What follows belongs to an exercise in optimizing a design on an open flow for small area; a production flow would make more cautious choices. The RTL was checked by simulation tests, not by an equivalence proof against the original design. Power is estimated from default activity; no workload was simulated.

==> flow/design.v <==
package rv32i_pkg;
  typedef logic [31:0] rv32i_word;
  typedef enum logic [6:0] {
    op_lui   = 7'b0110111,
    op_auipc = 7'b0010111,
    op_jal   = 7'b1101111,
    op_jalr  = 7'b1100111,
    op_br    = 7'b1100011,
    op_load  = 7'b0000011,
    op_store = 7'b0100011,
    op_imm   = 7'b0010011,
    op_reg   = 7'b0110011
  } rv32i_opcode_t;
  typedef enum logic [3:0] {
    alu_add,
    alu_sub,
    alu_sll,
    alu_slt,
    alu_sltu,
    alu_xor,
    alu_srl,
    alu_sra,
    alu_or,
    alu_and,
    alu_pass_b
  } alu_ops_t;
  typedef enum logic [2:0] {
    beq  = 3'b000,
    bne  = 3'b001,
    blt  = 3'b100,
    bge  = 3'b101,
    bltu = 3'b110,
    bgeu = 3'b111
  } branch_funct3_t;
  typedef enum logic [2:0] {
    lb  = 3'b000,
    lh  = 3'b001,
    lw  = 3'b010,
    lbu = 3'b100,
    lhu = 3'b101
  } load_funct3_t;
  typedef enum logic [1:0] {
    pc_plus4,
    alu_out,
    alu_mod2
  } pcmux_sel_t;
  typedef struct packed {
    rv32i_opcode_t  opcode;
    alu_ops_t       aluop;
    branch_funct3_t cmpop;
    logic [2:0]     funct3;
    pcmux_sel_t     pcmux_sel;
    logic           cmp_imm;    
    logic           mem_read;
    logic           mem_write;
    logic [4:0]     rd;
  } rv32i_ctrl_t;
endpackage
`timescale 1ns/1ps
module ex_alu (
  input  logic [31:0] in_instruction,
  input  logic [31:0] in_pc,
  input  logic [31:0] in_rs1_data,
  input  logic [31:0] in_rs2_data,
  input  logic        in_valid,
  output logic [31:0] f_al,       
  output logic [31:0] sum,        
  output logic [4:0]  shamt,
  output logic        s_sll,
  output logic        s_sr,
  output logic        br_taken,
  output logic [1:0]  pcmux_sel,
  output logic        is_mem,
  output logic        is_store
);
  logic [31:0] ins, rs1, rs2;
  logic [6:0]  op;
  logic [2:0]  f3;
  assign ins = in_instruction;
  assign rs1 = in_rs1_data;
  assign rs2 = in_rs2_data;
  assign op  = ins[6:0];
  assign f3  = ins[14:12];
  logic is_lui, is_auipc, is_jal, is_jalr, is_br, is_load, is_opimm, is_op;
  assign is_lui   = (op == 7'b0110111);
  assign is_auipc = (op == 7'b0010111);
  assign is_jal   = (op == 7'b1101111);
  assign is_jalr  = (op == 7'b1100111);
  assign is_br    = (op == 7'b1100011);
  assign is_load  = (op == 7'b0000011);
  assign is_store = (op == 7'b0100011);
  assign is_opimm = (op == 7'b0010011);
  assign is_op    = (op == 7'b0110011);
  logic is_arith;
  assign is_arith = is_opimm | is_op;
  assign is_mem   = is_load | is_store;
  logic [31:0] imm_i, imm_s, imm_b, imm_u, imm_j, imm;
  assign imm_i = {{20{ins[31]}}, ins[31:20]};
  assign imm_s = {{20{ins[31]}}, ins[31:25], ins[11:7]};
  assign imm_b = {{19{ins[31]}}, ins[31], ins[7], ins[30:25], ins[11:8], 1'b0};
  assign imm_u = {ins[31:12], 12'h000};
  assign imm_j = {{11{ins[31]}}, ins[31], ins[19:12], ins[20], ins[30:21], 1'b0};
  always_comb begin
    if (is_lui | is_auipc) imm = imm_u;
    else if (is_jal)       imm = imm_j;
    else if (is_br)        imm = imm_b;
    else if (is_store)     imm = imm_s;
    else                   imm = imm_i;
  end
  logic [31:0] a, b, bx, p, g, c;
  logic        sub;
  assign a   = (is_auipc | is_jal | is_br) ? in_pc : (is_lui ? 32'd0 : rs1);
  assign b   = is_op ? rs2 : imm;
  assign sub = is_op & (f3 == 3'b000) & ins[30];
  assign bx  = b ^ {32{sub}};
  assign p   = a ^ bx;
  assign g   = a & bx;
  always_comb begin
    logic [31:0] gg, pp;
    gg = g;
    pp = p;
    gg[0] = g[0] | (p[0] & sub);
    for (int i = 1; i <= 5; i++)
      for (int j = 2**i - 1; j < 32; j += 2**i) begin
        gg[j] = gg[j] | (pp[j] & gg[j - 2**(i-1)]);
        pp[j] = pp[j] & pp[j - 2**(i-1)];
      end
    for (int i = 5; i > 0; i--)
      for (int j = 2**i + 2**(i-1) - 1; j < 32; j += 2**i) begin
        gg[j] = gg[j] | (pp[j] & gg[j - 2**(i-1)]);
        pp[j] = pp[j] & pp[j - 2**(i-1)];
      end
    c = {gg[30:0], sub};
  end
  assign sum = p ^ c;
  logic [31:0] cb;
  logic        ltu, lts, eq, cond;
  assign cb  = is_opimm ? imm_i : rs2;
  assign ltu = rs1 < cb;
  assign lts = ltu ^ rs1[31] ^ cb[31];
  assign eq  = (rs1 == cb);
  always_comb begin
    case (f3[2:1])
      2'b00:   cond = eq ^ f3[0];
      2'b10:   cond = lts ^ f3[0];
      2'b11:   cond = ltu ^ f3[0];
      default: cond = 1'b0;
    endcase
  end
  logic s_sum, s_p, s_g, s_slt, s_sltu;
  assign s_sum  = in_valid & (~is_arith | (f3 == 3'b000));
  assign s_p    = in_valid & (~is_arith | (f3 == 3'b000) | (f3 == 3'b100) | (f3 == 3'b110));
  assign s_g    = in_valid & is_arith & (f3[2:1] == 2'b11);
  assign s_sll  = in_valid & is_arith & (f3 == 3'b001);
  assign s_sr   = in_valid & is_arith & (f3 == 3'b101);
  assign s_slt  = in_valid & is_arith & (f3 == 3'b010);
  assign s_sltu = in_valid & is_arith & (f3 == 3'b011);
  logic [31:0] msum, mp;
  assign msum = {{31{s_sum}}, s_sum & ~is_jalr};
  assign mp   = {{31{s_p}},   s_p & ~is_jalr};
  assign f_al  = ((p & mp) ^ ((c & msum) | (g & {32{s_g}})))
               | {31'd0, (lts & s_slt) | (ltu & s_sltu)};
  assign shamt = b[4:0];
  assign br_taken      = in_valid & (is_jal | is_jalr | (is_br & cond));
  assign pcmux_sel     = {in_valid & is_jalr, in_valid & (is_jal | (is_br & cond))};
endmodule
`timescale 1ns/1ps
module ex_subsystem #(
  parameter int FIFO_DEPTH = 4
) (
  input  logic        clk,
  input  logic        rst,
  input  logic        in_valid,
  input  logic [31:0] in_pc,
  input  logic [31:0] in_instruction,
  input  logic [31:0] in_rs1_data,
  input  logic [31:0] in_rs2_data,
  output logic        in_ready,
  output logic        br_taken,
  output logic [1:0]  pcmux_sel,
  output logic [31:0] alu_out_to_pc,
  input  logic        mem_ready,
  output logic        mem_valid,
  output logic [31:0] mem_addr,
  output logic        mem_read,
  output logic        mem_write,
  output logic [3:0]  mem_byte_enable,
  output logic [31:0] mem_wdata
);
  logic [31:0] ins, rs1, rs2, f_al, sum;
  logic [2:0]  f3;
  logic [4:0]  shamt;
  logic        s_sll, s_sr, is_mem, is_store;
  assign ins = in_instruction;
  assign rs1 = in_rs1_data;
  assign rs2 = in_rs2_data;
  assign f3  = ins[14:12];
  ex_alu u_alu (
    .in_instruction (in_instruction),
    .in_pc          (in_pc),
    .in_rs1_data    (in_rs1_data),
    .in_rs2_data    (in_rs2_data),
    .in_valid       (in_valid),
    .f_al           (f_al),
    .sum            (sum),
    .shamt          (shamt),
    .s_sll          (s_sll),
    .s_sr           (s_sr),
    .br_taken       (br_taken),
    .pcmux_sel      (pcmux_sel),
    .is_mem         (is_mem),
    .is_store       (is_store)
  );
  logic [31:0] rs1_rev, sh_in, sh_out, sh_rev;
  logic        fill;
  always_comb
    for (int i = 0; i < 32; i++) rs1_rev[i] = rs1[31-i];
  assign sh_in  = f3[2] ? rs1 : rs1_rev;
  assign fill   = f3[2] & ins[30] & rs1[31];
  assign sh_out = 32'($signed({fill, sh_in}) >>> shamt);
  always_comb
    for (int i = 0; i < 32; i++) sh_rev[i] = sh_out[31-i];
  assign alu_out_to_pc = f_al | (sh_rev & {32{s_sll}}) | (sh_out & {32{s_sr}});
  logic [3:0]  be_base, be_in;
  logic [31:0] wd_in;
  always_comb begin
    case (f3[1:0])
      2'b00:   be_base = 4'b0001;
      2'b01:   be_base = 4'b0011;
      default: be_base = 4'b1111;
    endcase
  end
  assign be_in = be_base << sum[1:0];
  assign wd_in = rs2 << {sum[1:0], 3'b000};
  localparam int EW = 1 + 4 + 30 + 32;
  logic [EW-1:0] e_in;
  assign e_in = {is_store, be_in, sum[31:2], wd_in};
  logic [EW-1:0] q [4];
  logic [1:0]    wp, rp;
  logic [2:0]    cnt;
  logic          pcr;     
  logic          push, pop, deq_valid, deq_ready;
  assign in_ready  = ~(cnt[2] | (cnt[1] & cnt[0] & pcr));
  assign push      = in_valid & is_mem & in_ready;
  assign deq_valid = (cnt != 3'd0);
  assign deq_ready = ~mem_valid | mem_ready;
  assign pop       = deq_valid & deq_ready;
  always_ff @(posedge clk) begin
    if (push) q[wp] <= e_in;
  end
  always_ff @(posedge clk) begin
    if (rst) begin
      wp  <= '0;
      rp  <= '0;
      cnt <= '0;
      pcr <= 1'b0;
    end else begin
      if (push) wp <= wp + 2'd1;
      if (pop)  rp <= rp + 2'd1;
      cnt <= cnt + {2'd0, push} - {2'd0, pop};
      pcr <= pop;
    end
  end
  logic [EW-1:0] head;
  logic [3:0]    sel;
  logic          o_rd, o_wr;
  logic [3:0]    o_be;
  logic [61:0]   o_data;    
  always_comb
    for (int k = 0; k < 4; k++) sel[k] = deq_ready & (rp == 2'(k));
  assign head = (q[0] & {EW{sel[0]}}) | (q[1] & {EW{sel[1]}})
              | (q[2] & {EW{sel[2]}}) | (q[3] & {EW{sel[3]}});
  always_ff @(posedge clk) begin
    if (rst) begin
      o_rd <= 1'b0;
      o_wr <= 1'b0;
      o_be <= 4'b0000;
    end else if (deq_ready) begin
      o_rd <= deq_valid & ~head[EW-1];
      o_wr <= deq_valid & head[EW-1];
      o_be <= deq_valid ? head[EW-2 -: 4] : 4'b0000;
    end
  end
  always_ff @(posedge clk)
    o_data <= head[61:0] | (o_data & {62{~deq_ready}});
  assign mem_valid       = o_rd | o_wr;
  assign mem_read        = o_rd;
  assign mem_write       = o_wr;
  assign mem_byte_enable = o_be;
  assign mem_addr        = {o_data[61:32], 2'b00};
  assign mem_wdata       = o_data[31:0];
endmodule
==> flow/flow/run.sh <==
#!/bin/bash
# Layout flow: the standard ORFS flow (standard.sh) with these changes:
#  - synthesis is the standard script except for the ABC step: the modules named
#    in SPEED_MODULES keep their hierarchy through synthesis and are mapped with
#    ORFS's speed script; the rest is mapped for area with flow/area.abc;
#    full-adder extraction is kept. Registers are not touched by ABC, so they
#    keep the standard synthesis's names and cells. The design is flattened at
#    the end as synth_recipe.tcl does;
#  - sky130_fd_sc_hd__buf_1 as the port buffers;
#  - clock tree synthesis with clkbuf_8 and no dummy loads.
# Each tool's output is in standard.log and in orfs/logs.
set -euo pipefail
W=$PWD
FH=${FLOW_HOME:-/OpenROAD-flow-scripts/flow}
export MY_AREA_ABC=${MY_AREA_ABC:-$W/flow/area.abc}
export MY_SPEED_MODULES=${SPEED_MODULES-ex_alu}
sed "s#source \$::env(SCRIPTS_DIR)/synth.tcl#source $W/my_synth_body.tcl#" synth_recipe.tcl > my_synth.tcl
sed "s#^  log_cmd abc {\*}\$abc_args\$#  source $W/flow/abc_step.tcl#" "$FH/scripts/synth.tcl" > my_synth_body.tcl
grep -q "abc_step.tcl" my_synth_body.tcl
CTS="-sink_clustering_enable -repair_clock_nets -dont_use_dummy_load"
CTS="$CTS -buf_list sky130_fd_sc_hd__clkbuf_8 -sink_clustering_size 15 -sink_clustering_max_diameter 100"
FA=("ADDER_MAP_FILE=")
if [[ "${USE_FA:-1}" == 1 ]]; then FA=(); fi
KEEP=()
if [[ -n "$MY_SPEED_MODULES" ]]; then KEEP=("SYNTH_KEEP_MODULES=$MY_SPEED_MODULES"); fi
bash standard.sh \
  "SYNTH_SCRIPT=$W/my_synth.tcl" \
  "${FA[@]}" \
  "${KEEP[@]}" \
  "BUFFER_PORTS_ARGS=-buffer_cell sky130_fd_sc_hd__buf_1" \
  "CTS_ARGS=$CTS" \
  ${RUN_TARGETS:-finish} > standard.log 2>&1
==> flow/flow/abc_step.tcl <==
# ABC step of flow/run.sh: speed mapping for $MY_SPEED_MODULES, area mapping for the rest.
set area_args [lreplace $abc_args 1 1 $::env(MY_AREA_ABC)]
set speed_args [lreplace $abc_args 1 1 $::env(SCRIPTS_DIR)/abc_speed.script]
if { $::env(MY_SPEED_MODULES) ne "" } {
  foreach m $::env(MY_SPEED_MODULES) {
    log_cmd abc {*}$speed_args $m
  }
  log_cmd abc {*}$area_args $::env(DESIGN_NAME)
} else {
  log_cmd abc {*}$area_args
}
==> flow/flow/area.abc <==
strash
dch -f
amap
==> flow/standard.sh <==
#!/bin/bash
# synth_recipe.tcl (not shown) runs the flow's synth.tcl, then flattens the netlist and writes it again
# the make line also repeats each setting of config.mk as NAME=value (left out here)
make -C /OpenROAD-flow-scripts/flow DESIGN_CONFIG=/design/flow/config.mk WORK_HOME=/design/flow/orfs CLKGATE_MAP_FILE= SYNTH_SCRIPT=/design/flow/synth_recipe.tcl "${@:-finish}"
==> flow/config.mk <==
export PLATFORM = sky130hd
export DESIGN_NAME = ex_subsystem
export DESIGN_NICKNAME = ex_subsystem
export VERILOG_FILES = /design/flow/design.v
export SDC_FILE = /design/flow/constraint.sdc
export NUM_CORES = 4
export LEC_CHECK = 0
export CAP_MARGIN = 20
export CORE_MARGIN = 2
export CORE_UTILIZATION = 40
export SLEW_MARGIN = 20
==> flow/constraint.sdc <==
create_clock -name core_clock -period 10.0 [get_ports {clk}]
set_input_delay 2.0000 -clock core_clock [delete_from_list [all_inputs] [get_ports {clk}]]
set_output_delay 2.0000 -clock core_clock [all_outputs]
set_load 0.01 [all_outputs]
==> results of run 1 <==
==> power groups by stage <==
stage	sequential [mW]	clock [mW]	combinational (mW)
5_1_grt	1.86	0.729	1.58
3_3_place_gp	1.88	0	1.43
3_5_place_dp	1.88	0	1.44
4_1_cts	1.85	0.684	1.45
2_1_floorplan	1.93	0	0.800
6_report	1.85	0.665	1.45
==> per-module statistics from Yosys, one instance, submodules excluded <==
| module | area (um^2) | flops+latches | times used | cells |
|---|---|---|---|---|
| ex_alu | 4687 | 0 | 1 | 656 |
| ex_subsystem | 13970 | 344 | 1 | 1079 |
==> worst min path at each step <==
stage / cells past startpoint / slack [ns] / endpoint
floorplan: 2 / 0.46 / o_data[0]
global placement: 2 / 0.46 / o_data[6]
detailed placement: 2 / 0.47 / o_be[0]
CTS: 2 / 0.46 / o_data[32]
global route: 2 / 0.50 / o_data[7]
finish: 2 / 0.45 / o_data[32]
==> sequential cells by signal (all words and copies together) (netlist names) <==
name / count
o_wr: 1
rp: 2
q: 268
o_data: 62
o_rd: 1
wp: 2
cnt: 3
pcr: 1
o_be: 4
==> cells in the final DEF, fill, tap and decap left out, types with 62 or more instances in the layout <==
cell and count:
clkinv_1 95, o21ai_0 83, dfxtp_1 76, nand2_1 198
buf_1 235, o22a_1 80, a222oi_1 62, a21oi_1 78
o22ai_1 70, nor2_1 111, ha_1 74, o211ai_1 66
edfxtp_1 268
==> cell usage after synthesis (3+ instances only) <==
cell type    n
nand4_1      7
dfxtp_1     76
clkinv_1    95
a22oi_1     33
nand3b_1     3
o21a_1       8
xor2_1      21
o21ai_1     15
o211ai_1    66
a22o_1      21
nand3_1     21
a211oi_1    18
a221oi_1     8
o31ai_1      6
nor3_2       4
a32oi_1     13
ha_1        74
and3_1       4
mux2i_1     15
a32o_1       6
inv_1       47
o21ai_0     83
buf_2        9
buf_4        3
nand2_1    199
nor2_1     111
clkbuf_1    27
edfxtp_1   268
nand2b_1     4
a21o_1      13
o22a_1      80
a21oi_1     80
nor3_1      11
fa_1        17
a221o_1      3
xnor2_1     58
o22ai_1     70
and2_1       8
nor2b_1     10
a31oi_1     19
a222oi_1    62
==> worst max-delay path, stage by stage <==
cell and delay, ns:
buf_1 0.21, and4bb_1 0.26, nand3_1 0.35, and3_1 0.61
nand3_1 0.26, a21oi_2 0.21, nor2_1 0.08, fa_1 0.46
a211oi_2 0.29, o211ai_1 0.21, a31oi_1 0.26, a31oi_1 0.20
a221o_1 0.45, a21oi_1 0.34, o21a_1 0.21, fa_1 0.20
o21ai_0 0.12, xnor2_1 0.32, nor2_1 0.08, o21ai_0 0.08
buf_1 0.18
==> kinds of logic (layout without fill, tap and decap cells) <==
family                   after synthesis  count (layout)  synth area share (%)
AND/OR/NAND/NOR                      397             397                 9.362
XOR/XNOR                              79              79                 3.709
multiplexers                          17              17                0.9255
buffers and inverters                182             438                 3.782
flip-flops                           344             344                 51.29
other                                  1               5               0.02010
AO/OA/AOI/OAI                        624             624                 24.12
adder cells (fa/ha/maj)               91              91                 6.787
==> metrics by stage <==
step	worst slack (ns)	std cells	hold WS [ns]
finish	0.5812	2602	0.4506
floorplan	0.1061	1736	0.4575
CTS	0.7958	2598	0.4560
global route	0.3108	2600	0.5014
global placement	0.9511	2571	0.4607
detailed placement	0.8199	2571	0.4672
==> final cells by class <==
class	count	area, um^2	area share [%]
multi-input cells	1210	8542	40.81
inverters	142	533.0	2.547
well taps	607	759.5	3.629
flip-flops and latches	344	9569	45.72
diodes	3	7.507	0.03587
repair buffers	269	1147	5.482
clock buffers	27	371.6	1.775
==> layer usage <==
layer	GRT usage (%)	up-vias	part of all wire [%]
met5	0	-	0.059
met2	42.77	763	45
met3	4.610	136	8.9
met4	7.830	6	3.2
li1	-	7244	-
met1	40.64	7939	43
==> impl_metrics.yaml, run 1 <==
timing:
  period_share_pct: 94.19
  period_needed_ns: 9.419
  rsz0062_at_grt: "false"
  setup_viol: 0
  setup_tns_ns: 0
  clock_skew_ns: 0.05119
  max-slew-margin-rel_pct: 24.11
  slew_viol_final: 0
  hold_viol: 0
  fmax_mhz: 106.2
  worst_pin_slew_ns: 1.138
flow_run:
  max-cap-violations: 0
final_layout:
  postLayoutCellArea_um2: 20930
  fillers: 4471
  area_growth_pct: 12.19
  utilization_pct: 45.25
  drive_gt1_share_pct: 4.769
  fin_nets: 2217
yosys:
  synth_top_area_cell: "edfxtp_1"
  synthFlopType: "edfxtp_1"
  synthTopCellsByArea: "edfxtp_1 43%, dfxtp_1 8.2%, ha_1 5.0%"
  synthDistinctLibCells: 71
  async_flop_share_pct: 0
  synth_warnings: 2
  synth_top_area_share_pct: 43.14
  ys_ff_latch: 344
  avgSynthCellArea_um2: 10.75
  netlist_area_um2: 18660
  yosysSeqAreaShare_pct: 51.29
  synth-edff-count: 268
  syn_inst: 1735
floorplanning:
  ioPinCount: 239
  core_area_um2: 46260
  die_x_um: 220.0
  die_h_um: 220.0
  rows: 79
  start_util_pct: 40.33
  die-area_um2: 48380
outcome:
  run_status: "timing/DRC/antenna clean"
detailed_routing:
  routedWlPerCell_um: 26.57
  wirelength_um: 69150
  ant_nets: 0
  dr.pass1.iters: 7
  num_vias: 16090
  drt_iter0_drc: 2132
  post-route-drc-count: 0
  vias_per_cell: 6.183
clocking:
  cts.path.max_buffers: 3
  path_clk_slew_ns: 0.10
  cts.htree.levels: 1
  ctsResizeCount: 0
  cts_setup_buffers: 0
  cts_made_buffers: 27
  cts_tree: "yes"
  postCtsHoldBufs: 0
  cts_sinks: 344
  clock_latency_ns: 0.61
  clock-root-buffer: "clkbuf_8"
setup_path:
  cp-startpoint: "in_instruction[6]"
  reg2reg_to: "cnt[2]"
  worst-r2r-setup-slack_ns: 5.70
  reg2regPathDepth: 14
  worstSetupPathType: "input pin to primary output"
  cp-endpoint: "alu_out_to_pc[31]"
  r2r-start: "o_rd"
  cp_max_fo: 12
  arrival_ns: 7.42
  worstSetupStartpointType: "input pin"
  worstSetupEndpointType: "primary output"
  cp.required_ns: 8.00
power_and_ir_drop:
  p_comb_share_pct: 36.6
  p_total_mw: 3.964
  p_sw_share_pct: 37.34
  seqPwrFrac_pct: 46.7
  ir_drop_mv: 0.1696
  power.switching_mw: 1.480
  powerDensity_nw_per_um2: 189.4
  p_clk_share_pct: 16.8
  internal_power_mw: 2.483
  p_leak_nw: 7.125
place:
  dp_hpwl_um: 49780
  place.gp.congestion: 1.020
  detailed_place.area_um2: 20530
  io_buffers: 236
grt:
  grt_pass1_vias: 14630
  overflow: 0
  grt_usage_pct: 27.90
  grt_pass1_wl_um: 98890
  antenna_found_initial: 4
  grt_max_degree: 71
hold_path:
  worst_hold_path_type: "register to register"
  hp-start: "q[3][32]"
==> run 2, diff against run 1 <==
--- a/flow/design.v
+++ b/flow/design.v
@@ -117,19 +117,3 @@
   assign g   = a & bx;
-  always_comb begin
-    logic [31:0] gg, pp;
-    gg = g;
-    pp = p;
-    gg[0] = g[0] | (p[0] & sub);
-    for (int i = 1; i <= 5; i++)
-      for (int j = 2**i - 1; j < 32; j += 2**i) begin
-        gg[j] = gg[j] | (pp[j] & gg[j - 2**(i-1)]);
-        pp[j] = pp[j] & pp[j - 2**(i-1)];
-      end
-    for (int i = 5; i > 0; i--)
-      for (int j = 2**i + 2**(i-1) - 1; j < 32; j += 2**i) begin
-        gg[j] = gg[j] | (pp[j] & gg[j - 2**(i-1)]);
-        pp[j] = pp[j] & pp[j - 2**(i-1)];
-      end
-    c = {gg[30:0], sub};
-  end
+  ex_carry u_carry (.p(p), .g(g), .cin(sub), .c(c));
   assign sum = p ^ c;
@@ -138,5 +122,4 @@
   assign cb  = is_opimm ? imm_i : rs2;
-  assign ltu = rs1 < cb;
+  ex_cmp u_cmp (.a(rs1), .b(cb), .ltu(ltu), .eq(eq));
   assign lts = ltu ^ rs1[31] ^ cb[31];
-  assign eq  = (rs1 == cb);
   always_comb begin
@@ -166,2 +149,45 @@
 endmodule
+module ex_carry (
+  input  logic [31:0] p,
+  input  logic [31:0] g,
+  input  logic        cin,
+  output logic [31:0] c
+);
+  always_comb begin
+    logic [31:0] gg, pp;
+    gg = g;
+    pp = p;
+    gg[0] = g[0] | (p[0] & cin);
+    for (int i = 1; i <= 5; i++)
+      for (int j = 2**i - 1; j < 32; j += 2**i) begin
+        gg[j] = gg[j] | (pp[j] & gg[j - 2**(i-1)]);
+        pp[j] = pp[j] & pp[j - 2**(i-1)];
+      end
+    for (int i = 5; i > 0; i--)
+      for (int j = 2**i + 2**(i-1) - 1; j < 32; j += 2**i) begin
+        gg[j] = gg[j] | (pp[j] & gg[j - 2**(i-1)]);
+        pp[j] = pp[j] & pp[j - 2**(i-1)];
+      end
+    c = {gg[30:0], cin};
+  end
+endmodule
+module ex_cmp (
+  input  logic [31:0] a,
+  input  logic [31:0] b,
+  output logic        ltu,
+  output logic        eq
+);
+  always_comb begin
+    logic [31:0] l, e;
+    l = ~a & b;
+    e = ~(a ^ b);
+    for (int w = 16; w >= 1; w = w / 2)
+      for (int j = 0; j < w; j++) begin
+        l[j] = l[2*j+1] | (e[2*j+1] & l[2*j]);
+        e[j] = e[2*j+1] & e[2*j];
+      end
+    ltu = l[0];
+    eq  = e[0];
+  end
+endmodule
 `timescale 1ns/1ps
--- a/flow/flow/run.sh
+++ b/flow/flow/run.sh
@@ -3,5 +3,6 @@
 #  - synthesis is the standard script except for the ABC step: the modules named
-#    in SPEED_MODULES keep their hierarchy through synthesis and are mapped with
-#    ORFS's speed script; the rest is mapped for area with flow/area.abc;
-#    full-adder extraction is kept. Registers are not touched by ABC, so they
+#    in ABC_PLAN keep their hierarchy through synthesis and are each mapped with
+#    their own ABC script (the carry and comparator trees with flow/keep.abc,
+#    which keeps their structure; the rest of the ALU with flow/area.abc); the
+#    top module is mapped for area with flow/area.abc. Registers are not touched by ABC, so they
 #    keep the standard synthesis's names and cells. The design is flattened at
@@ -15,3 +16,3 @@
 export MY_AREA_ABC=${MY_AREA_ABC:-$W/flow/area.abc}
-export MY_SPEED_MODULES=${SPEED_MODULES-ex_alu}
+export MY_ABC_PLAN=${ABC_PLAN-ex_alu=$W/flow/area.abc ex_carry=$W/flow/keep.abc ex_cmp=$W/flow/keep.abc}
 sed "s#source \$::env(SCRIPTS_DIR)/synth.tcl#source $W/my_synth_body.tcl#" synth_recipe.tcl > my_synth.tcl
@@ -24,3 +25,5 @@
 KEEP=()
-if [[ -n "$MY_SPEED_MODULES" ]]; then KEEP=("SYNTH_KEEP_MODULES=$MY_SPEED_MODULES"); fi
+MODS=""
+for it in $MY_ABC_PLAN; do MODS="$MODS ${it%%=*}"; done
+if [[ -n "$MODS" ]]; then KEEP=("SYNTH_KEEP_MODULES=${MODS# }"); fi
 bash standard.sh \
@@ -31,2 +34,2 @@
   "CTS_ARGS=$CTS" \
-  ${RUN_TARGETS:-finish} > standard.log 2>&1
+  ${EXTRA_ARGS:-} ${RUN_TARGETS:-finish} > standard.log 2>&1
==> flow/flow/abc_step.tcl (replaced) <==
# ABC step of flow/run.sh. MY_ABC_PLAN lists module=script pairs: each such
# module (kept as its own module through synthesis) is mapped with that ABC
# script; the top module is mapped with MY_AREA_ABC.
foreach item $::env(MY_ABC_PLAN) {
  lassign [split $item =] m script
  log_cmd abc {*}[lreplace $abc_args 1 1 $script] $m
}
log_cmd abc {*}[lreplace $abc_args 1 1 $::env(MY_AREA_ABC)] $::env(DESIGN_NAME)
==> flow/flow/keep.abc (new file) <==
strash
amap
==> run 2 against run 1 <==
Effect of this change:
- final area shrank 0.36%
- register-to-register slack gained 0.77 ns
- final cell count grew 4.4%
- largest cell class unchanged
- first-iteration DRC count shrank 18%
- sequential cell count is the same
- fmax shrank 1.9%
- worst setup slack lost 0.18 ns
- global-route usage shrank 0.53 points
- worst hold slack lost 0.061 ns
- largest power group unchanged
==> impl_metrics.yaml, run 2 <==
final_layout:
  utilization_pct: 46.05
  fin_nets: 2319
  fillers: 4393
  instances_no_fill: 2717
  largest_reg_flops: 268
  layout_common_cells: "268 x edfxtp_1, 250 x clkinv_1, 235 x buf_1"
  largest-register: "q"
  final_common_cell: "edfxtp_1"
  area_growth_pct: 13.69
  reg_top3: "q x268, o_data x62, o_be x4"
  drive_gt1_share_pct: 4.787
  postLayoutCellArea_um2: 20850
place:
  detailed_place.area_um2: 20380
  dp_cells: 2681
  dp_hpwl_um: 49050
  io_buffers: 236
  place.gp.congestion: 0.9806
  place_ws_ns: -0.008394
detailed_routing:
  ant_nets: 0
  num_vias: 16250
  dr.pass1.iters: 6
  routedWlPerCell_um: 24.72
  wirelength_um: 67150
  post-route-drc-count: 0
  drt_iter0_drc: 1754
  vias_per_cell: 5.979
setup_path:
  max_stage_delay_ns: 0.44
  worstSetupEndpointType: "primary output"
  cp_slowest_cell: "or3_1"
  cp_common_cell: "clkinv_1"
  worstSetupStartpointType: "input pin"
  r2r-start: "o_rd"
  cp.required_ns: 8.00
  worst-r2r-setup-slack_ns: 6.47
  path_delay_family: "compound AO/OA/AOI/OAI gates"
  worstSetupPathType: "input pin to primary output"
  reg2regPathDepth: 14
  cp_max_fo: 31
  reg2reg_to: "cnt[2]"
  arrival_ns: 7.60
  path_buf_inv: 8
yosys:
  synth-simple-area-share_pct: 9.475
  ys_ff_latch: 344
  synthTopCellsByArea: "edfxtp_1 44%, dfxtp_1 8.3%, clkinv_1 5.2%"
  netlist_area_um2: 18340
  synth_top_family_by_area: "compound AO/OA/AOI/OAI gates"
  synth.most_common_cell: "edfxtp_1"
  yosys.area_share.adder_pct: 5.157
  synth-compound-area-share_pct: 27.86
  syn_inst: 1807
  synth_top_area_cell: "edfxtp_1"
  avgSynthCellArea_um2: 10.15
  yosysSeqAreaShare_pct: 52.17
  synth_xor_area_share_pct: 0
  ys_top_cells_by_count: "268 x edfxtp_1, 254 x clkinv_1, 215 x nor2_1"
  synthFlopType: "edfxtp_1"
  synth_top_area_share_pct: 43.87
  synthDistinctLibCells: 42
  async_flop_share_pct: 0
  synth-edff-count: 268
  synth_mux_area_share_pct: 0
  synth_warnings: 4
hold_path:
  worst_hold_path_type: "register to register"
  min_path_cells: 2
  min_to: "o_data[34]"
  hp-start: "q[3][34]"
timing:
  rsz0062_at_grt: "false"
  setup_slack_ns: 0.3962
  period_share_pct: 96.04
  slew_viol_final: 0
  max-slew-margin-rel_pct: 31.12
  worst_pin_slew_ns: 1.033
  hold_viol: 0
  fmax_mhz: 104.1
  clock_skew_ns: 0.1583
  period_needed_ns: 9.604
  setup_viol: 0
grt:
  overflow: 0
  grt_pass1_vias: 14810
  grt_pass1_wl_um: 96270
  grt_usage_pct: 27.37
  antenna_found_initial: 6
  grt_max_degree: 68
power_and_ir_drop:
  seqPwrFrac_pct: 46.7
  p_clk_share_pct: 17.2
  powerDensity_nw_per_um2: 188.3
  ir_drop_mv: 0.1682
  power.switching_mw: 1.456
  internal_power_mw: 2.471
  p_comb_share_pct: 36.1
  p_sw_share_pct: 37.07
  p_leak_nw: 6.875
floorplanning:
  rows: 78
  start_util_pct: 40.51
  die_x_um: 218.1
  die-area_um2: 47590
  ioPinCount: 239
  core_area_um2: 45280
  die_h_um: 218.1
outcome:
  run_status: "timing/DRC/antenna clean"
clocking:
  clock-root-buffer: "clkbuf_8"
  cts_made_buffers: 28
  clock_latency_ns: 0.66
  cts_tree: "yes"
  cts_sinks: 344
  path_clk_slew_ns: 0.09
  cts.htree.levels: 1
  postCtsHoldBufs: 0
  cts.path.max_buffers: 3
flow_run:
  max-cap-violations: 0
[run 2: repair_timing]
item / in CTS / in global routing
pin swaps: 0 / 1
endpoints found under the setup margin: 1 / 9
buffers inserted: 0 / 1
resized for setup: 1 / 12
[run 2: power by group through the flow]
| stage | Clock (mW) | Combinational (mW) | Sequential [mW] |
|---|---|---|---|
| 4_1_cts | 0.698 | 1.42 | 1.83 |
| 3_5_place_dp | 0 | 1.41 | 1.87 |
| 6_report | 0.677 | 1.42 | 1.83 |
| 2_1_floorplan | 0 | 0.793 | 1.91 |
| 5_1_grt | 0.745 | 1.54 | 1.85 |
| 3_3_place_gp | 0 | 1.40 | 1.86 |
[run 2: cells by family (layout without fill, tap and decap cells)]
group | count (synthesis) | after routing
fa+ha+maj | 75 | 75
compound gates | 699 | 699
buf+inv | 257 | 559
other cells | 1 | 9
flops | 344 | 344
simple gates | 431 | 431
[run 2: per-stage QoR]
step / setup TNS (ns) / hold WS [ns] / total power, mW
2_1_floorplan: 0 / 0.4575 / 2.705
3_3_place_gp: 0 / 0.4619 / 3.258
3_5_place_dp: -0.008394 / 0.4673 / 3.276
4_1_cts: 0 / 0.3926 / 3.948
5_1_grt: 0 / 0.4023 / 4.135
6_report: 0 / 0.3897 / 3.926
[run 2: Yosys stat by module (local to each module, per instance)]
module / cells / flops+latches
ex_subsystem: 1079 / 344
ex_alu: 531 / 0
ex_cmp: 113 / 0
ex_carry: 84 / 0
[run 2: worst max-delay path by stage]
stage                            from                end  slack (ns)  depth (start not counted)
global placement    in_instruction[1]  alu_out_to_pc[29]        0.14                         32
finish              in_instruction[5]  alu_out_to_pc[29]        0.40                         27
CTS                 in_instruction[1]  alu_out_to_pc[29]        0.17                         32
floorplan           in_instruction[3]  alu_out_to_pc[29]        0.28                         29
global route        in_instruction[5]  alu_out_to_pc[31]        0.05                         31
detailed placement  in_instruction[1]  alu_out_to_pc[29]      -0.008                         32
[run 2: worst min-delay path, delay by kind of cell (launching register included)]
family	cells	cell delay [ns]
compound gates	2	0.13
flops	1	0.34
[run 2: layout make-up]
type                    instances  area, um^2  area share (%)
flip-flops and latches        344        9569           45.89
multi-input cells            1207        7976           38.25
repair buffers                277        1199           5.748
inverters                     254       955.9           4.584
well taps                     600       750.7           3.600
clock buffers                  28       385.4           1.848
diodes                          7       17.52         0.08400
[run 2: metal layers]
metal / up-vias / track usage, % / wire (um)
li1: 7665 / - / -
met1: 7835 / 37.16 / 28490
met2: 637 / 44.90 / 31510
met3: 107 / 4.704 / 5142
met4: 2 / 7.982 / 1993
met5: - / 0 / 13
==> run 3, diff against run 2 <==
--- a/flow/design.v
+++ b/flow/design.v
@@ -134,3 +134,3 @@
   assign s_sum  = in_valid & (~is_arith | (f3 == 3'b000));
-  assign s_p    = in_valid & (~is_arith | (f3 == 3'b000) | (f3 == 3'b100) | (f3 == 3'b110));
+  assign s_p    = in_valid & is_arith & (f3[2] & ~f3[0]);
   assign s_g    = in_valid & is_arith & (f3[2:1] == 2'b11);
@@ -140,6 +140,5 @@
   assign s_sltu = in_valid & is_arith & (f3 == 3'b011);
-  logic [31:0] msum, mp;
+  logic [31:0] msum;
   assign msum = {{31{s_sum}}, s_sum & ~is_jalr};
-  assign mp   = {{31{s_p}},   s_p & ~is_jalr};
-  assign f_al  = ((p & mp) ^ ((c & msum) | (g & {32{s_g}})))
+  assign f_al  = (sum & msum) | (p & {32{s_p}}) | (g & {32{s_g}})
                | {31'd0, (lts & s_slt) | (ltu & s_sltu)};
==> run 3 against run 2 <==
Effect of this change:
- wire length down 0.52%
- sequential cell count did not move
- still clean
- sequential share of layout area up 0.78 points
- largest power group unchanged
- final area is 1.7% lower
- critical path type unchanged
- worst hold slack improved by 0.080 ns
- non-clock buffer count is 4 higher
- combinational power is essentially flat
==> impl_metrics.yaml, run 3 <==
power_and_ir_drop:
  power.switching_mw: 1.448
  p_comb_share_pct: 35.6
  seqPwrFrac_pct: 47.1
  ir_drop_mv: 0.1197
  internal_power_mw: 2.447
  p_clk_share_pct: 17.3
  p_sw_share_pct: 37.17
  powerDensity_nw_per_um2: 189.9
  p_leak_nw: 6.646
timing:
  setup_slack_ns: 0.4406
  hold_viol: 0
  period_share_pct: 95.59
  worst_pin_slew_ns: 1.113
  slew_viol_final: 0
  setup_viol: 0
  setup_tns_ns: 0
  period_needed_ns: 9.559
  clock_skew_ns: 0.09384
  rsz0062_at_grt: "false"
  fmax_mhz: 104.6
  max-slew-margin-rel_pct: 25.20
floorplanning:
  start_util_pct: 40.49
  die_h_um: 215.6
  ioPinCount: 239
  die_x_um: 215.6
  rows: 77
  die-area_um2: 46470
  core_area_um2: 44220
hold_path:
  worst_hold_path_type: "register to register"
  hp-start: "q[0][23]"
  min_to: "o_data[23]"
  min_path_cells: 2
setup_path:
  max_stage_delay_ns: 0.45
  reg2regPathDepth: 13
  cp.required_ns: 8.00
  path_buf_inv: 7
  path_delay_family: "compound AO/OA/AOI/OAI gates"
  cp_slowest_cell: "a222oi_1"
  cp_max_fo: 59
  arrival_ns: 7.56
  r2r-start: "o_rd"
  worstSetupEndpointType: "primary output"
  worst-r2r-setup-slack_ns: 6.36
  reg2reg_to: "cnt[2]"
  worstSetupPathType: "input pin to primary output"
  worstSetupStartpointType: "input pin"
grt:
  antenna_found_initial: 2
  grt_pass1_wl_um: 97290
  grt_usage_pct: 27.83
  grt_max_degree: 68
  grt_pass1_vias: 15270
  overflow: 0
clocking:
  cts.htree.levels: 1
  cts_tree: "yes"
  cts_sinks: 344
  cts.path.max_buffers: 3
  path_clk_slew_ns: 0.09
  postCtsHoldBufs: 0
  cts_made_buffers: 27
  clock-root-buffer: "clkbuf_8"
  clock_latency_ns: 0.65
detailed_routing:
  post-route-drc-count: 0
  routedWlPerCell_um: 25.59
  num_vias: 16140
  dr.pass1.iters: 8
  ant_nets: 0
  drt_iter0_drc: 1889
  vias_per_cell: 6.181
  wirelength_um: 66810
yosys:
  synthFlopType: "edfxtp_1"
  async_flop_share_pct: 0
  synthDistinctLibCells: 43
  avgSynthCellArea_um2: 10.46
  netlist_area_um2: 17900
  synthTopCellsByArea: "edfxtp_1 45%, dfxtp_1 8.5%, a222oi_1 5.3%"
  syn_inst: 1711
  synth_warnings: 4
  synth-edff-count: 268
  ys_ff_latch: 344
  synth_top_area_cell: "edfxtp_1"
  ys_top_cells_by_count: "268 x edfxtp_1, 219 x clkinv_1, 185 x nor2_1"
  yosysSeqAreaShare_pct: 53.45
  synth.most_common_cell: "edfxtp_1"
  synth_top_area_share_pct: 44.95
final_layout:
  largest-register: "q"
  layout_common_cells: "268 x edfxtp_1, 236 x buf_1, 215 x clkinv_1"
  final_common_cell: "edfxtp_1"
  drive_gt1_share_pct: 5.454
  fin_nets: 2226
  largest_reg_flops: 268
  reg_top3: "q x268, o_data x62, o_be x4"
  area_growth_pct: 14.53
place:
  place.gp.congestion: 0.9910
  io_buffers: 236
  dp_hpwl_um: 48200
  place_ws_ns: -0.02061
outcome:
  run_status: "timing/DRC/antenna clean"
flow_run:
  max-cap-violations: 0
[run 3: changes by cell type after synthesis, moves of 2 or more]
| cell | previous run | this run |
|---|---|---|
| clkinv_1 | 254 | 219 |
| nand2_1 | 156 | 161 |
| nor3_1 | 19 | 14 |
| o32ai_1 | 3 | 7 |
| o22ai_1 | 113 | 77 |
| nor2_1 | 215 | 185 |
| a2bb2o_1 | 30 | 0 |
| or2_0 | 1 | 3 |
| o22a_1 | 91 | 86 |
| a222oi_1 | 62 | 94 |
[run 3: how the worst max path moves through the flow]
stage,from,to,slack [ns],cells past startpoint
2_1_floorplan,in_instruction[3],alu_out_to_pc[31],0.05,29
3_3_place_gp,in_instruction[5],alu_out_to_pc[31],0.12,30
3_5_place_dp,in_instruction[5],alu_out_to_pc[29],-0.02,28
4_1_cts,in_instruction[1],alu_out_to_pc[29],0.07,30
5_1_grt,in_instruction[5],alu_out_to_pc[31],0.003,30
6_report,in_instruction[1],alu_out_to_pc[29],0.44,28
[run 3: Yosys stat by module, one instance, submodules excluded]
module	cell area, um^2	flops+latches
ex_carry	474.2	0
ex_subsystem	13970	344
ex_cmp	787.0	0
ex_alu	2673	0
[run 3: routing by layer]
layer  global-route usage (%)  vias up  share of wire [%]
li1                         -     7370                  -
met1                    38.07     7860                 42
met2                    43.75      771                 45
met3                    4.045      138                7.8
met4                    12.94        0                4.9
met5                        0        -                  0
[run 3: logic make-up (layout without fill, tap and decap cells)]
group	after synthesis	after routing	synth area share [%]
simple gates	404	404	9.148
other cells	1	4	0.02095
buf+inv	222	527	4.717
flops	344	344	53.45
fa+ha+maj	75	75	5.283
compound gates	665	665	27.38
[run 3: worst register-to-register path: cells and delay by family, from the launching register on]
| kind | cells | cell delay (ns) |
|---|---|---|
| and+or+nand+nor | 2 | 0.10 |
| DFF | 1 | 0.37 |
| AOI/OAI and AO/OA | 4 | 1.20 |
| adders and majority gates | 3 | 0.93 |
| buffers and inverters | 4 | 0.94 |
[run 3: per-stage QoR]
stage	std cells	hold WS (ns)	utilization [%]	power, mW	cell area, um^2
2_1_floorplan	1712	0.4575	-	2.676	17980
3_3_place_gp	2581	0.4616	45.33	3.225	20050
3_5_place_dp	2581	0.4639	45.33	3.248	20050
4_1_cts	2608	0.4699	46.18	3.909	20420
5_1_grt	2611	0.4857	46.37	4.103	20500
6_report	2611	0.4699	46.37	3.895	20500
[run 3: power by group through the flow]
| stage | Sequential [mW] | Combinational (mW) | Clock (mW) |
|---|---|---|---|
| after detailed placement | 1.87 | 1.38 | 0 |
| after CTS | 1.84 | 1.38 | 0.688 |
| after floorplan | 1.91 | 0.766 | 0 |
| final | 1.83 | 1.39 | 0.674 |
| after global placement | 1.87 | 1.36 | 0 |
| after global routing | 1.85 | 1.51 | 0.737 |
[run 3: timing repair]
item | in CTS | in global routing
resized for setup | 1 | 17
endpoints found under the setup margin | 2 | 10
gates cloned | 0 | 0
pin swaps | 0 | 3
buffers inserted | 0 | 1
[run 3: area by class of cell]
| class | instances | area [um^2] |
|---|---|---|
| inverters | 219 | 824.5 |
| well taps | 592 | 740.7 |
| multi-input cells | 1146 | 7754 |
| repair buffers | 281 | 1240 |
| fillers | 4202 | 23720 |
| clock buffers | 27 | 371.6 |
| flip-flops and latches | 344 | 9569 |
| diodes | 2 | 5.005 |
==> run 4, diff against run 3 <==
--- a/flow/flow/run.sh
+++ b/flow/flow/run.sh
@@ -6,3 +6,3 @@
 #    which keeps their structure; the rest of the ALU with flow/area.abc); the
-#    top module is mapped for area with flow/area.abc. Registers are not touched by ABC, so they
+#    top module is mapped for area with flow/area_top.abc. Registers are not touched by ABC, so they
 #    keep the standard synthesis's names and cells. The design is flattened at
@@ -15,3 +15,3 @@
 FH=${FLOW_HOME:-/OpenROAD-flow-scripts/flow}
-export MY_AREA_ABC=${MY_AREA_ABC:-$W/flow/area.abc}
+export MY_AREA_ABC=${MY_AREA_ABC:-$W/flow/area_top.abc}
 export MY_ABC_PLAN=${ABC_PLAN-ex_alu=$W/flow/area.abc ex_carry=$W/flow/keep.abc ex_cmp=$W/flow/keep.abc}
==> flow/flow/area_top.abc (new file) <==
strash
dc2
dc2
dch -f
amap
==> run 4 against run 3 <==
Effect of this change:
- still clean on timing, DRC and antenna
- worst setup slack worse by 0.21 ns
- final area fell by 0.27%
- critical path depth is 2 lower
- combinational power rose by 4%
==> impl_metrics.yaml, run 4 <==
hold_path:
  min_path_cells: 2
  hp-start: "q[0][46]"
  worst_hold_path_type: "register to register"
  min_to: "o_data[46]"
yosys:
  yosysSeqAreaShare_pct: 53.75
  ys_top_cells_by_count: "268 x edfxtp_1, 224 x nor2_1, 153 x clkinv_1"
  synth_top_family_by_area: "compound AO/OA/AOI/OAI gates"
  synth_xor_area_share_pct: 0
  synthDistinctLibCells: 46
  synthFlopType: "edfxtp_1"
  synth_top_area_cell: "edfxtp_1"
  synth_mux_area_share_pct: 0
  synth-compound-area-share_pct: 25.95
  synthTopCellsByArea: "edfxtp_1 45%, dfxtp_1 8.5%, a222oi_1 5.3%"
  netlist_area_um2: 17800
  syn_inst: 1681
  async_flop_share_pct: 0
  synth-simple-area-share_pct: 11.62
  ys_ff_latch: 344
  synth.most_common_cell: "edfxtp_1"
  synth_warnings: 4
  synth-edff-count: 268
  yosys.area_share.adder_pct: 5.313
  avgSynthCellArea_um2: 10.59
  synth_top_area_share_pct: 45.20
clocking:
  cts_sinks: 344
  postCtsHoldBufs: 0
  clock-root-buffer: "clkbuf_8"
  clock_latency_ns: 0.61
  cts.htree.levels: 1
  path_clk_slew_ns: 0.10
  cts_tree: "yes"
  cts_made_buffers: 27
  cts.path.max_buffers: 3
setup_path:
  worstSetupPathType: "input pin to primary output"
  arrival_ns: 7.77
  worst-r2r-setup-slack_ns: 6.14
  cp-startpoint: "in_instruction[0]"
  worstSetupStartpointType: "input pin"
  cp_max_fo: 19
  reg2regPathDepth: 10
  r2r-start: "o_wr"
  reg2reg_to: "o_wr"
  worstSetupEndpointType: "primary output"
  cp.required_ns: 8.00
timing:
  worst_pin_slew_ns: 1.042
  setup_viol: 0
  clock_skew_ns: 0.05801
  period_share_pct: 97.70
  max-slew-margin-rel_pct: 30.52
  slew_viol_final: 0
  period_needed_ns: 9.770
  setup_slack_ns: 0.2295
  hold_viol: 0
  fmax_mhz: 102.3
grt:
  antenna_found_initial: 4
  overflow: 0
  grt_usage_pct: 28.45
  use_met1_pct: 40.20
  grt_pass1_vias: 14890
  grt_max_degree: 68
  met2_usage_pct: 45.71
  grt_pass1_wl_um: 98880
  use_met3_pct: 3.652
  grt-busiest-layer: "met2"
detailed_routing:
  vias_per_cell: 6.219
  post-route-drc-count: 0
  ant_nets: 0
  routedWlPerCell_um: 26.52
  num_vias: 16040
  wirelength_um: 68400
  dr.pass1.iters: 6
  drt_iter0_drc: 1966
floorplanning:
  rows: 77
  ioPinCount: 239
  die_x_um: 215.0
  start_util_pct: 40.44
  die_h_um: 215.0
  core_area_um2: 44030
  die-area_um2: 46210
final_layout:
  final_common_cell: "edfxtp_1"
  fillers: 4303
  drive_gt1_share_pct: 5.796
  utilization_pct: 46.45
  multiInputGateArea_um2: 7950
  area_growth_pct: 14.86
  layout_common_cells: "268 x edfxtp_1, 236 x buf_1, 220 x nor2_1"
  seq_area_um2: 9569
  reg_top3: "q x268, o_data x62, o_be x4"
  largest-register: "q"
  fin_nets: 2193
  largest_reg_flops: 268
place:
  place.gp.congestion: 0.9485
  io_buffers: 236
  dp_hpwl_um: 49870
  place_ws_ns: -0.1382
power_and_ir_drop:
  power.switching_mw: 1.503
  p_leak_nw: 6.795
  p_sw_share_pct: 37.95
  powerDensity_nw_per_um2: 193.7
  ir_drop_mv: 0.1319
  p_clk_share_pct: 17.1
  p_comb_share_pct: 36.6
  internal_power_mw: 2.457
  seqPwrFrac_pct: 46.3
flow_run:
  max-cap-violations: 0
outcome:
  run_status: "timing/DRC/antenna clean"
-- run 4: cell types whose count changed in the layout (fill, tap and decap cells not counted), moves of 12 or more --
cell and delta:
nand2_1 -39, o32ai_1 +12, nor2_1 +38, nand3_1 +66, a32oi_1 +21, clkinv_1 -67, o211ai_1 -62
-- run 4: cell families (layout without fill, tap and decap cells) --
family          count (synthesis)  in the layout
other cells                     1              5
compound gates                618            618
buf+inv                       156            458
flops                         344            344
simple gates                  487            487
fa+ha+maj                      75             75
-- run 4: how the worst max path moves through the flow --
stage | to | cells after the start
6_report | alu_out_to_pc[31] | 26
5_1_grt | alu_out_to_pc[31] | 29
4_1_cts | alu_out_to_pc[31] | 31
2_1_floorplan | alu_out_to_pc[31] | 29
3_5_place_dp | alu_out_to_pc[31] | 31
3_3_place_gp | alu_out_to_pc[31] | 31
-- run 4: critical path, stage by stage --
cell      delay (ns)
buf_1           0.07
nand2_1         0.10
or3_4           0.39
or2_0           0.27
nor2_4          0.19
buf_4           0.28
nor3_2          0.16
a221oi_1        0.51
a21oi_1         0.25
ha_1            0.41
clkinv_1        0.10
nor3_1          0.41
clkinv_1        0.12
o221ai_1        0.29
a31o_1          0.25
nand4_1         0.12
nand3_1         0.19
nand3_1         0.11
nand2_1         0.10
a21o_1          0.14
a21oi_1         0.18
a222oi_1        0.50
clkinv_1        0.13
nor2_1          0.11
o21ai_0         0.18
buf_1           0.19
-- run 4: stage by stage --
step                std cells   TNS, ns  hold WS, ns  power, mW  cell area (um^2)
floorplan                1682         0       0.4156      2.702             17880
global placement         2548  -0.08367       0.4220      3.277             19930
detailed placement       2548   -0.2067       0.4281      3.296             19930
CTS                      2575         0       0.3893      3.963             20310
global route             2577   -0.1014       0.4106      4.168             20440
finish                   2579         0       0.3992      3.960             20450
-- run 4: layout make-up --
class                           instances  area share (%)
Multi-Input combinational cell       1182           38.88
Clock buffer                           27           1.817
Timing Repair Buffer                  278           6.033
Inverter                              153           2.821
Tap cell                              592           3.622
Sequential cell                       344           46.79
Antenna cell                            3         0.03671
-- run 4: per-module statistics from Yosys (local to each module, per instance) --
module | area, um^2 | flops+latches
ex_alu | 2673 | 0
ex_subsystem | 13870 | 344
ex_carry | 474.2 | 0
ex_cmp | 787.0 | 0
-- run 4: what timing repair did --
action	4_1_cts	5_1_grt
setup endpoints to repair	3	8
buffers inserted	0	1
pin swaps	1	2
gates resized for setup	2	27
-- run 4: power by group through the flow --
stage	clock, mW	sequential [mW]	combinational, mW
4_1_cts	0.694	1.83	1.44
6_report	0.678	1.83	1.45
5_1_grt	0.743	1.85	1.57
2_1_floorplan	0	1.91	0.792
3_5_place_dp	0	1.86	1.43
3_3_place_gp	0	1.86	1.42
-- run 4: routing by layer --
metal	wire length, um	share of wire [%]	vias up
li1	-	-	7368
met5	24	0.035	-
met1	29750	43	7870
met3	4884	7.1	102
met4	2057	3.0	4
met2	31680	46	694
==> run 5, diff against run 4 <==
--- a/flow/design.v
+++ b/flow/design.v
@@ -192,2 +192,15 @@
 `timescale 1ns/1ps
+module ex_slot (
+  input  logic [66:0]  d,
+  input  logic [267:0] q,
+  input  logic [3:0]   we,
+  input  logic [3:0]   hold,
+  output logic [267:0] n
+);
+  localparam int EW = 67;
+  always_comb
+    for (int k = 0; k < 4; k++)
+      n[k*EW +: EW] = (d & {EW{we[k]}}) | (q[k*EW +: EW] & {EW{hold[k]}});
+endmodule
+`timescale 1ns/1ps
 module ex_subsystem #(
@@ -272,5 +285,13 @@
   assign pop       = deq_valid & deq_ready;
-  always_ff @(posedge clk) begin
-    if (push) q[wp] <= e_in;
-  end
+  logic [3:0]      we, hold;
+  logic [4*EW-1:0] q_flat, q_next;
+  always_comb
+    for (int k = 0; k < 4; k++) begin
+      we[k]   = in_valid & is_mem & ~cnt[2] & (wp == 2'(k));
+      hold[k] = ~(push & (wp == 2'(k)));
+      q_flat[k*EW +: EW] = q[k];
+    end
+  ex_slot u_slot (.d(e_in), .q(q_flat), .we(we), .hold(hold), .n(q_next));
+  always_ff @(posedge clk)
+    for (int k = 0; k < 4; k++) q[k] <= q_next[k*EW +: EW];
   always_ff @(posedge clk) begin
@@ -282,4 +303,4 @@
     end else begin
-      if (push) wp <= wp + 2'd1;
-      if (pop)  rp <= rp + 2'd1;
+      wp  <= wp + {1'b0, push};
+      rp  <= rp + {1'b0, pop};
       cnt <= cnt + {2'd0, push} - {2'd0, pop};
--- a/flow/flow/run.sh
+++ b/flow/flow/run.sh
@@ -6,3 +6,4 @@
 #    which keeps their structure; the rest of the ALU with flow/area.abc); the
-#    top module is mapped for area with flow/area_top.abc. Registers are not touched by ABC, so they
+#    top module is mapped for area with flow/area_top.abc; the queue slots'
+#    AND-OR (ex_slot) is mapped to a22o cells only (see flow/abc_step.tcl). Registers are not touched by ABC, so they
 #    keep the standard synthesis's names and cells. The design is flattened at
@@ -16,3 +17,4 @@
 export MY_AREA_ABC=${MY_AREA_ABC:-$W/flow/area_top.abc}
-export MY_ABC_PLAN=${ABC_PLAN-ex_alu=$W/flow/area.abc ex_carry=$W/flow/keep.abc ex_cmp=$W/flow/keep.abc}
+export MY_ABC_PLAN=${ABC_PLAN-ex_alu=$W/flow/area.abc ex_carry=$W/flow/keep.abc ex_cmp=$W/flow/keep.abc ex_slot=$W/flow/keep.abc}
+export MY_AO_MODULES=${AO_MODULES-ex_slot}
 sed "s#source \$::env(SCRIPTS_DIR)/synth.tcl#source $W/my_synth_body.tcl#" synth_recipe.tcl > my_synth.tcl
==> flow/flow/abc_step.tcl (replaced) <==
# ABC step of flow/run.sh. MY_ABC_PLAN lists module=script pairs: each such
# module (kept as its own module through synthesis) is mapped with that ABC
# script; the top module is mapped with MY_AREA_ABC. The modules in
# MY_AO_MODULES (queue slot selects, a pure AND-OR) are mapped to a22o cells
# only, which ABC would otherwise build from two gates and shared inverters.
set ao_dont_use {}
foreach c {o21ai nand2 o22ai a22oi a21oi o2bb2ai o2bb2a a2bb2oi a2bb2o} {
  lappend ao_dont_use -dont_use "sky130_fd_sc_hd__${c}_*"
}
foreach item $::env(MY_ABC_PLAN) {
  lassign [split $item =] m script
  set extra {}
  if { [lsearch -exact $::env(MY_AO_MODULES) $m] >= 0 } { set extra $ao_dont_use }
  log_cmd abc {*}[lreplace $abc_args 1 1 $script] {*}$extra $m
}
log_cmd abc {*}[lreplace $abc_args 1 1 $::env(MY_AREA_ABC)] $::env(DESIGN_NAME)
==> run 5 against run 4 <==
Effect of this change:
- largest cell class is now multi-input combinational cells
- wire length grew 7.3%
- sequential cell count unchanged
- fmax up 1.3%
- first-iteration DRC count up 13%
- synthesized cell count is 14% higher
- total power decreased by 16%
- critical path depth is 1 higher
- final cell count increased by 8.8%
- critical path type unchanged
- clock power increased by 2%
- utilization fell by 0.11 points
==> impl_metrics.yaml, run 5 <==
outcome:
  run_status: "timing/DRC/antenna clean"
yosys:
  synthTopCellsByArea: "dfxtp_1 40%, a22o_1 14%, a222oi_1 5.5%"
  async_flop_share_pct: 0
  synth.most_common_cell: "dfxtp_1"
  syn_inst: 1916
  ys_top_cells_by_count: "344 x dfxtp_1, 270 x a22o_1, 226 x nor2_1"
  yosysSeqAreaShare_pct: 39.84
  ys_ff_latch: 344
  synth_warnings: 6
  synth_top_area_cell: "dfxtp_1"
  synth-edff-count: 0
  synth_top_area_share_pct: 39.84
  synthDistinctLibCells: 46
  netlist_area_um2: 17290
  synthFlopType: "dfxtp_1"
  avgSynthCellArea_um2: 9.022
hold_path:
  hp-start: "q[0][32]"
  min_to: "o_data[32]"
  worst_hold_path_type: "register to register"
  min_path_cells: 2
grt:
  grt_usage_pct: 31.40
  grt-busiest-layer: "met2"
  grt_max_degree: 68
  grt_pass1_vias: 16730
  antenna_found_initial: 6
  use_met1_pct: 44.72
  use_met3_pct: 3.976
  grt_pass1_wl_um: 107600
  met2_usage_pct: 50.43
  overflow: 0
detailed_routing:
  num_vias: 18070
  routedWlPerCell_um: 26.15
  wirelength_um: 73410
  vias_per_cell: 6.439
  post-route-drc-count: 0
  drt_iter0_drc: 2226
  ant_nets: 0
  dr.pass1.iters: 10
clocking:
  clock_latency_ns: 0.62
  cts_sinks: 344
  path_clk_slew_ns: 0.10
  cts_tree: "yes"
  cts_made_buffers: 27
  cts.path.max_buffers: 3
  cts.htree.levels: 1
  clock-root-buffer: "clkbuf_8"
floorplanning:
  die_x_um: 211.9
  die-area_um2: 44900
  core_area_um2: 42890
  die_h_um: 211.9
  rows: 76
  start_util_pct: 40.31
  ioPinCount: 239
timing:
  setup_viol: 0
  worst_pin_slew_ns: 1.112
  period_share_pct: 96.47
  slew_viol_final: 0
  fmax_mhz: 103.7
  setup_tns_ns: 0
  clock_skew_ns: 0.03580
  max-slew-margin-rel_pct: 25.84
  period_needed_ns: 9.647
  setup_slack_ns: 0.3527
  hold_viol: 0
place:
  place.gp.congestion: 0.9681
  place_ws_ns: 0.2293
  dp_hpwl_um: 51310
  io_buffers: 236
power_and_ir_drop:
  powerDensity_nw_per_um2: 167.4
  ir_drop_mv: 0.1030
  p_leak_nw: 7.411
final_layout:
  utilization_pct: 46.34
  layout_common_cells: "344 x dfxtp_1, 270 x a22o_1, 236 x buf_1"
  reg_top3: "q x268, o_data x62, o_be x4"
  largest-register: "q"
  seq_area_um2: 6887
  final_common_cell: "dfxtp_1"
  multiInputGateArea_um2: 10100
  fin_nets: 2423
  area_growth_pct: 14.96
  fillers: 4209
  drive_gt1_share_pct: 4.955
  largest_reg_flops: 268
setup_path:
  worstSetupStartpointType: "input pin"
  reg2regPathDepth: 8
  r2r-start: "o_wr"
  cp_max_fo: 11
  cp.required_ns: 8.00
  reg2reg_to: "o_be[2]"
  worstSetupPathType: "input pin to primary output"
  worstSetupEndpointType: "primary output"
  arrival_ns: 7.65
  worst-r2r-setup-slack_ns: 6.35
flow_run:
  max-cap-violations: 0
## run 5: per-stage QoR
step                      hold WS [ns]  area (um^2)  total power [mW]  std cells
after floorplan                 0.4371        17360             2.198       1917
after global placement          0.4510        19400             2.633       2778
after detailed placement        0.4564        19400             2.645       2778
after CTS                       0.4383        19780             3.314       2805
after global routing            0.4890        19870             3.481       2805
final                           0.4367        19870             3.326       2807
## run 5: per-layer routing
layer  up-vias  part of all wire (%)  wire (um)
li1       8321                     -          -
met1      8766                    44      32510
met2       875                    45      33170
met3       104                   8.2       6008
met4         8                   2.3       1664
met5         -                 0.082         60
## run 5: critical path: stages
cell and delay, ns:
buf_1 0.07, nand2_1 0.11, or3b_1 0.44, nor2_1 0.34, nand2_1 0.36, a32o_1 0.36, ha_1 0.34, a21o_1 0.22
a21o_1 0.22, nand3_1 0.09, nand2_1 0.12, a41oi_1 0.24, buf_4 0.17, clkinv_1 0.11, a31oi_2 0.25, inv_2 0.08
a31o_4 0.27, nand4_1 0.09, nand3_1 0.14, a21o_1 0.22, nor2_1 0.08, a21oi_1 0.12, a222oi_1 0.68, clkinv_1 0.16
nor2_1 0.12, o21ai_0 0.08, buf_1 0.16
## run 5: cells by family (layout without fill, tap and decap cells)
family	after synthesis	count (layout)	synth area share [%]
AOI/OAI and AO/OA	917	917	41.40
other	1	4	0.02169
adders and majority gates	69	69	5.038
buffers and inverters	153	456	3.387
DFF	344	344	39.84
and+or+nand+nor	432	432	10.31
## run 5: timing repair
item | in CTS | in global routing
gates resized for setup | 0 | 21
endpoints found under the setup margin | 0 | 8
buffers inserted | 0 | 0
endpoints found under the hold margin | 0 | 0
hold buffers | 0 | 0
## run 5: worst max path at each step
stage	depth (start not counted)	endpoint	from	slack, ns
after floorplan	29	alu_out_to_pc[31]	in_instruction[3]	0.04
after global placement	30	alu_out_to_pc[29]	in_instruction[1]	0.34
after detailed placement	30	alu_out_to_pc[29]	in_instruction[1]	0.23
after CTS	30	alu_out_to_pc[29]	in_instruction[1]	0.19
after global routing	29	alu_out_to_pc[31]	in_instruction[1]	-0.05
final	27	alu_out_to_pc[29]	in_instruction[1]	0.35
## run 5: report_power, final
part / internal, mW / switching (mW)
Sequential: 1.48 / 0.0732
Clock: 0.241 / 0.448
Combinational: 0.331 / 0.750
## run 5: layout make-up
class | count | area share (%)
multi-input combinational | 1420 | 50.82
sequential | 344 | 34.65
timing repair buffer | 279 | 6.082
tap | 585 | 3.683
inverter | 150 | 2.865
clock buffer | 27 | 1.870
antenna | 2 | 0.02518
## run 5: per-module statistics from Yosys (local to each module, per instance)
module | flops+latches | times used | cells inside
ex_slot | 0 | 1 | 268
ex_alu | 0 | 1 | 435
ex_carry | 0 | 1 | 84
ex_subsystem | 344 | 1 | 1016
ex_cmp | 0 | 1 | 113

-- port drivers added, routing unchanged --
Ports are ideal in the flow. The routed layouts listed here were re-timed in OpenROAD. Step 1 assumes that a clkbuf_16 drives the clock port and a buf_2 every other input. Step 2 times the ports against the registers' clock, not the clock port: input delays grow and output delays shrink by t, the midpoint of the rising clock arrivals with the driver on. a / b / c = no drivers / after step 1 / after step 2; a / b = the first two.
| run | t (ns) | slack for setup (ns) | slew at the worst register clock pin (ns) | pins driven straight from the clock port |
|---|---|---|---|---|
| run 1 | 0.638 | 0.581 / 0.520 / 0.520 | 0.10 / 0.10 | 1 |
| run 2 | 0.639 | 0.396 / 0.342 / 0.342 | 0.10 / 0.10 | 1 |
| run 3 | 0.650 | 0.441 / 0.405 / 0.405 | 0.10 / 0.10 | 1 |
| run 4 | 0.634 | 0.230 / 0.206 / 0.206 | 0.11 / 0.11 | 1 |
| run 5 | 0.655 | 0.353 / 0.328 / 0.328 | 0.11 / 0.11 | 1 |
After both steps setup and hold are still met in every run listed. For run 1, which loses most, drivers alone change the setup slack by -0.061 ns; drivers and shift together by -0.061 ns.
